What follows belongs to an exercise in optimizing a design on an open flow for small area; a production flow would make more cautious choices. Only simulation tests tie the RTL to the original design; equivalence was not proved. No activity file was given, so power comes from the tool's default toggle rates. No driver is modelled on the clock port, so clocking that relies on it looks cheaper here than on a real chip.

==> flow/design.v <==
package fft_sequencer_pkg;
    localparam int unsigned LOG2N   = 5;
    localparam int unsigned N       = 1 << LOG2N;
    localparam int unsigned PAIRS   = N / 2;
    localparam int unsigned W       = 16;
    localparam int unsigned STAGE_W = 3;
    typedef enum logic [1:0] {
        IDLE  = 2'd0,
        LOAD  = 2'd1,
        RUN   = 2'd2,
        DRAIN = 2'd3
    } state_t;
endpackage
import fft_sequencer_pkg::*;
module fft_word_sel
#(
    parameter int unsigned WD = 32
) (
    input  logic [WD-1:0] hold,
    input  logic [WD-1:0] sa,
    input  logic [WD-1:0] sb,
    input  logic [WD-1:0] q,
    input  logic [WD-1:0] a,
    input  logic [WD-1:0] b,
    output logic [WD-1:0] y
);
    assign y = ~((hold & q) | (sa & a) | (sb & b));
endmodule
module fft_word_sel2
#(
    parameter int unsigned WD = 32
) (
    input  logic [WD-1:0] hold,
    input  logic [WD-1:0] sa,
    input  logic [WD-1:0] q,
    input  logic [WD-1:0] a,
    output logic [WD-1:0] y
);
    assign y = ~((q | sa) & (a | hold));
endmodule
module fft_word_pick
#(
    parameter int unsigned WD = 32
) (
    input  logic [WD-1:0] sa,
    input  logic [WD-1:0] sb,
    input  logic [WD-1:0] a,
    input  logic [WD-1:0] b,
    output logic [WD-1:0] y
);
    assign y = (sa & a) | (sb & b);
endmodule
module fft_word_inv
#(
    parameter int unsigned WD = 32
) (
    input  logic [WD-1:0] inv,
    input  logic [WD-1:0] a,
    output logic [WD-1:0] y
);
    assign y = a ^ inv;
endmodule
import fft_sequencer_pkg::*;
module fft_sequencer
#(
    parameter int unsigned LOG2N = fft_sequencer_pkg::LOG2N,
    parameter int unsigned W     = fft_sequencer_pkg::W
) (
    input  logic               clk,
    input  logic               rst,
    input  logic               start,
    input  logic               in_valid,
    output logic               in_ready,
    input  logic [W-1:0]       in_re,
    input  logic [W-1:0]       in_im,
    output logic [STAGE_W-1:0] bf_stage,
    output logic [LOG2N-1:0]   bf_i,
    output logic [LOG2N-1:0]   bf_j,
    output logic [W-1:0]       bf_xir,
    output logic [W-1:0]       bf_xic,
    output logic [W-1:0]       bf_xjr,
    output logic [W-1:0]       bf_xjc,
    input  logic [W-1:0]       bf_yir,
    input  logic [W-1:0]       bf_yic,
    input  logic [W-1:0]       bf_yjr,
    input  logic [W-1:0]       bf_yjc,
    output logic               out_valid,
    input  logic               out_ready,
    output logic [W-1:0]       out_re,
    output logic [W-1:0]       out_im,
    output logic [LOG2N-1:0]   out_idx,
    output logic               busy,
    output logic               done
);
    localparam int unsigned NPTS   = 1 << LOG2N;
    localparam int unsigned NPAIRS = NPTS / 2;
    logic                 load, drain;
    logic [LOG2N-1:0]     st;
    logic [LOG2N-1:0]     cnt;
    logic                 run, step, last, pend;
    logic [2*W-1:0] qa [NPAIRS];
    logic [2*W-1:0] qc [NPAIRS];
    assign run  = |st;
    assign step = run | (load & in_valid) | (drain & out_ready);
    assign last = &cnt;
    assign pend = &cnt[LOG2N-2:0];       
    always_ff @(posedge clk) begin
        if (rst) begin
            load  <= 1'b0;
            drain <= 1'b0;
            st    <= '0;
            cnt   <= '0;
            done  <= 1'b0;
        end else begin
            if (!load && !drain && !run && start) load <= 1'b1;
            if (load && in_valid && last) load <= 1'b0;
            st[0] <= (load && in_valid && last) || (st[0] && !pend);
            for (int k = 1; k < LOG2N; k++) st[k] <= pend ? st[k-1] : st[k];
            if (st[LOG2N-1] && pend) drain <= 1'b1;
            if (drain && out_ready && last) drain <= 1'b0;
            if (step) begin
                cnt[LOG2N-2:0] <= cnt[LOG2N-2:0] + (LOG2N-1)'(1);
                cnt[LOG2N-1]   <= cnt[LOG2N-1] ^ (!run && pend);
            end
            done <= drain && out_ready && last;
        end
    end
    logic [LOG2N-1:0] pi, pj, above;
    always_comb begin
        for (int k = 0; k < LOG2N; k++) begin
            above[k] = 1'b0;                     
            for (int m = 0; m < k; m++) above[k] |= st[m];
        end
        for (int k = 0; k < LOG2N; k++) begin
            pi[k] = 1'b0;
            if (k < LOG2N - 1) pi[k] |= cnt[k] & run & !above[k] & !st[k];
            if (k > 0)         pi[k] |= cnt[k-1] & above[k];
        end
        pj = pi | st;
    end
    logic blk;                   
    logic [2*W-1:0] yi, yj_raw, xin_raw;
    logic en_a, en_c;            
    logic a_hold, a_yi, a_t0, a_t1, a_t3, a_t7;
    logic c0_hold, c0_in, c0_yj;
    logic [3:0] e_yi;            
    logic phase, phase0;         
    always_ff @(posedge clk) begin
        phase <= !phase;
        if (load && in_valid && last) phase0 <= !phase;
    end
    assign yi  = {bf_yir, bf_yic};
    assign yj_raw  = {bf_yjr, bf_yjc};
    assign xin_raw = {in_re, in_im};
    always_comb begin
        e_yi[0] = st[0] & cnt[0];
        e_yi[1] = st[1] & cnt[1];
        e_yi[2] = st[2] & cnt[2];
        e_yi[3] = st[3] & cnt[3];
        blk     = |e_yi;
        en_a  = run | (load & in_valid &  cnt[0]) | (drain & out_ready & ~cnt[LOG2N-1]);
        en_c  = run | (load & in_valid & ~cnt[0]) | (drain & out_ready &  cnt[LOG2N-1]);
        a_yi   = run & !blk;
        a_t1   = e_yi[1];
        a_t3   = e_yi[2];
        a_t7   = e_yi[3];
        a_t0   = en_a & !a_yi & !a_t1 & !a_t3 & !a_t7;
        a_hold = !en_a;
        c0_in   = load & in_valid;
        c0_yj   = run;
        c0_hold = !(c0_in | c0_yj);
    end
    logic [2*W-1:0] qa_d [NPAIRS];
    logic [2*W-1:0] qc_d [NPAIRS];
    logic [2*W-1:0] c0_src;
    fft_word_pick #(.WD(2*W)) u_pick_c0 (
        .sa({2*W{load}}), .sb({2*W{!load}}), .a(xin_raw), .b(yj_raw), .y(c0_src)
    );
    logic [2*W-1:0] c0_in_w;
    fft_word_inv #(.WD(2*W)) u_inv_c0 (.inv({2*W{load & phase}}), .a(c0_src), .y(c0_in_w));
    fft_word_sel2 #(.WD(2*W)) u_sel_c0 (
        .hold({2*W{c0_hold}}), .sa({2*W{!c0_hold}}), .q(qc[0]), .a(c0_in_w),
        .y(qc_d[0])
    );
    for (genvar k = 1; k < NPAIRS; k++) begin : g_word
        fft_word_sel2 #(.WD(2*W)) u_sel_a (
            .hold({2*W{!en_a}}), .sa({2*W{en_a}}), .q(qa[k]), .a(qa[k-1]), .y(qa_d[k])
        );
        if (k == 1 || k == 2 || k == 4 || k == 8) begin : g_entry
            localparam int unsigned E = (k == 1) ? 0 : (k == 2) ? 1 : (k == 4) ? 2 : 3;
            fft_word_sel #(.WD(2*W)) u_sel_c (
                .hold({2*W{!en_c}}), .sa({2*W{en_c & !e_yi[E]}}), .sb({2*W{e_yi[E]}}),
                .q(qc[k]), .a(qc[k-1]), .b(yi), .y(qc_d[k])
            );
        end else begin : g_chain
            fft_word_sel2 #(.WD(2*W)) u_sel_c (
                .hold({2*W{!en_c}}), .sa({2*W{en_c}}), .q(qc[k]), .a(qc[k-1]), .y(qc_d[k])
            );
        end
    end
    logic [2*W-1:0] a0_lo, a0_hi;
    fft_word_sel #(.WD(2*W)) u_sel_a0_lo (
        .hold({2*W{a_hold}}), .sa({2*W{a_yi}}), .sb({2*W{a_t0}}),
        .q(qa[0]), .a(yi), .b(qc[0]), .y(a0_lo)
    );
    fft_word_sel #(.WD(2*W)) u_sel_a0_hi (
        .hold({2*W{a_t1}}), .sa({2*W{a_t3}}), .sb({2*W{a_t7}}),
        .q(qc[1]), .a(qc[3]), .b(qc[7]), .y(a0_hi)
    );
    assign qa_d[0] = a0_lo & a0_hi;
    logic [2*W-1:0] xi, xj, out_w;
    logic xc_i, xc_j;            
    always_comb begin
        xc_i = 1'b0;
        xc_j = 1'b0;
        if (st[0]) begin
            xc_i = phase;
            xc_j = phase;
        end
        if (st[1]) begin
            xc_i = cnt[0];
            xc_j = !cnt[0];
        end
        if (drain) begin
            xc_i = phase ^ phase0 ^ cnt[0];
            xc_j = phase ^ phase0 ^ cnt[0];
        end
    end
    fft_word_inv #(.WD(2*W)) u_inv_xi (.inv({2*W{xc_i}}), .a(qa[NPAIRS-1]), .y(xi));
    fft_word_inv #(.WD(2*W)) u_inv_xj (.inv({2*W{xc_j}}), .a(qc[NPAIRS-1]), .y(xj));
    fft_word_pick #(.WD(2*W)) u_pick_out (
        .sa({2*W{!cnt[LOG2N-1]}}), .sb({2*W{cnt[LOG2N-1]}}), .a(xi), .b(xj), .y(out_w)
    );
    always_ff @(posedge clk) begin
        for (int k = 0; k < NPAIRS; k++) begin
            qa[k] <= qa_d[k];
            qc[k] <= qc_d[k];
        end
    end
    always_comb begin
        in_ready  = load;
        out_valid = drain;
        busy      = load | drain | run;
        bf_stage  = {st[3] | st[4], st[1] | st[2], st[0] | st[2] | st[4]};
        bf_i      = pi;
        bf_j      = pj;
        {bf_xir, bf_xic} = xi;
        {bf_xjr, bf_xjc} = xj;
        {out_re, out_im} = out_w;
        out_idx   = cnt;
    end
endmodule
==> flow/config.mk <==
export PLATFORM = sky130hd
export DESIGN_NAME = fft_sequencer
export DESIGN_NICKNAME = fft_sequencer
export VERILOG_FILES = /design/flow/design.v
export SDC_FILE = /design/flow/constraint.sdc
export NUM_CORES = 4
export LEC_CHECK = 0
export CAP_MARGIN = 0
export CORE_MARGIN = 2
export CORE_UTILIZATION = 50
export PLACE_DENSITY = 0.65
export SLEW_MARGIN = 0
export SYNTH_HIERARCHICAL = 1
export SYNTH_MINIMUM_KEEP_SIZE = 0
export BUFFER_PORTS_ARGS = -buffer_cell sky130_fd_sc_hd__buf_1
export CTS_ARGS = -sink_clustering_enable -repair_clock_nets -dont_use_dummy_load -buf_list {sky130_fd_sc_hd__clkbuf_16} -sink_clustering_size 32 -sink_clustering_max_diameter 100
==> flow/constraint.sdc <==
create_clock -name core_clock -period 10.0 [get_ports {clk}]
set_input_delay 2.0000 -clock core_clock [delete_from_list [all_inputs] [get_ports {clk}]]
set_output_delay 2.0000 -clock core_clock [all_outputs]
set_load 0.01 [all_outputs]
standard.sh (not shown) runs the stock make flow with config.mk's settings and CLKGATE_MAP_FILE= SYNTH_SCRIPT=/design/flow/synth_recipe.tcl, a recipe that flattens the netlist after the stock synthesis.
==> flow/flow/run.sh <==
#!/bin/bash
# Standard layout with these changes: the port buffers use the smallest buffer cell, and
# clock tree synthesis adds no dummy loads and uses larger sink clusters. ORFS writes
# each tool's log under orfs/logs; make's output goes to standard.log here.
set -euo pipefail
cat >> config.mk <<'EOC'
export BUFFER_PORTS_ARGS = -buffer_cell sky130_fd_sc_hd__buf_1
export CTS_ARGS = -sink_clustering_enable -repair_clock_nets -dont_use_dummy_load -buf_list {sky130_fd_sc_hd__clkbuf_16} -sink_clustering_size 32 -sink_clustering_max_diameter 100
EOC
bash standard.sh > standard.log 2>&1
The baseline finished clean.
Next try:
--- a/flow/design.v
+++ b/flow/design.v
@@ -172,15 +172,11 @@
     end
     logic [2*W-1:0] qa_d [NPAIRS];
     logic [2*W-1:0] qc_d [NPAIRS];
-    logic [2*W-1:0] c0_src;
-    fft_word_pick #(.WD(2*W)) u_pick_c0 (
-        .sa({2*W{load}}), .sb({2*W{!load}}), .a(xin_raw), .b(yj_raw), .y(c0_src)
-    );
-    logic [2*W-1:0] c0_in_w;
-    fft_word_inv #(.WD(2*W)) u_inv_c0 (.inv({2*W{load & phase}}), .a(c0_src), .y(c0_in_w));
-    fft_word_sel2 #(.WD(2*W)) u_sel_c0 (
-        .hold({2*W{c0_hold}}), .sa({2*W{!c0_hold}}), .q(qc[0]), .a(c0_in_w),
-        .y(qc_d[0])
+    logic [2*W-1:0] xin;
+    fft_word_inv #(.WD(2*W)) u_inv_in (.inv({2*W{phase}}), .a(xin_raw), .y(xin));
+    fft_word_sel #(.WD(2*W)) u_sel_c0 (
+        .hold({2*W{c0_hold}}), .sa({2*W{c0_in}}), .sb({2*W{c0_yj}}),
+        .q(qc[0]), .a(xin), .b(yj_raw), .y(qc_d[0])
     );
     for (genvar k = 1; k < NPAIRS; k++) begin : g_word
         fft_word_sel2 #(.WD(2*W)) u_sel_a (
What happened: The new run went through all stages and came out clean. Clock-buffer cell count does not change. Global-route usage is lower by 0.19 points. Worst hold slack is better by 33 ps. Sequential power falls by about 0.6%. Routed wire length stays flat.

==> what the ideal ports hide <==
The flow's constraints put no driver on any port. The routed layouts listed below were extracted and timed again, unchanged, in two steps. Step 1 (the two cells are an assumption about what drives the block):
set clk [get_ports {clk}]
set_driving_cell -lib_cell sky130_fd_sc_hd__clkbuf_16 $clk
set_driving_cell -lib_cell sky130_fd_sc_hd__buf_2 [delete_from_list [all_inputs] $clk]
Step 2 also shifts input and output timing later by t, the mid clock arrival at the registers, as if the neighbouring blocks saw the same clock. Three values: ideal ports, drivers, drivers and shift; two values: the first two.
run	t, ns	setup WS [ns]	pins driven straight from the clock port
the first run	0.637	4.739 / 4.684 / 4.373	1
the second run	0.645	4.371 / 4.310 / 4.531	1
After both steps setup and hold are still met in every run listed. For the first run, which loses most, drivers alone change the setup slack by -0.055 ns; drivers and shift together by -0.366 ns.
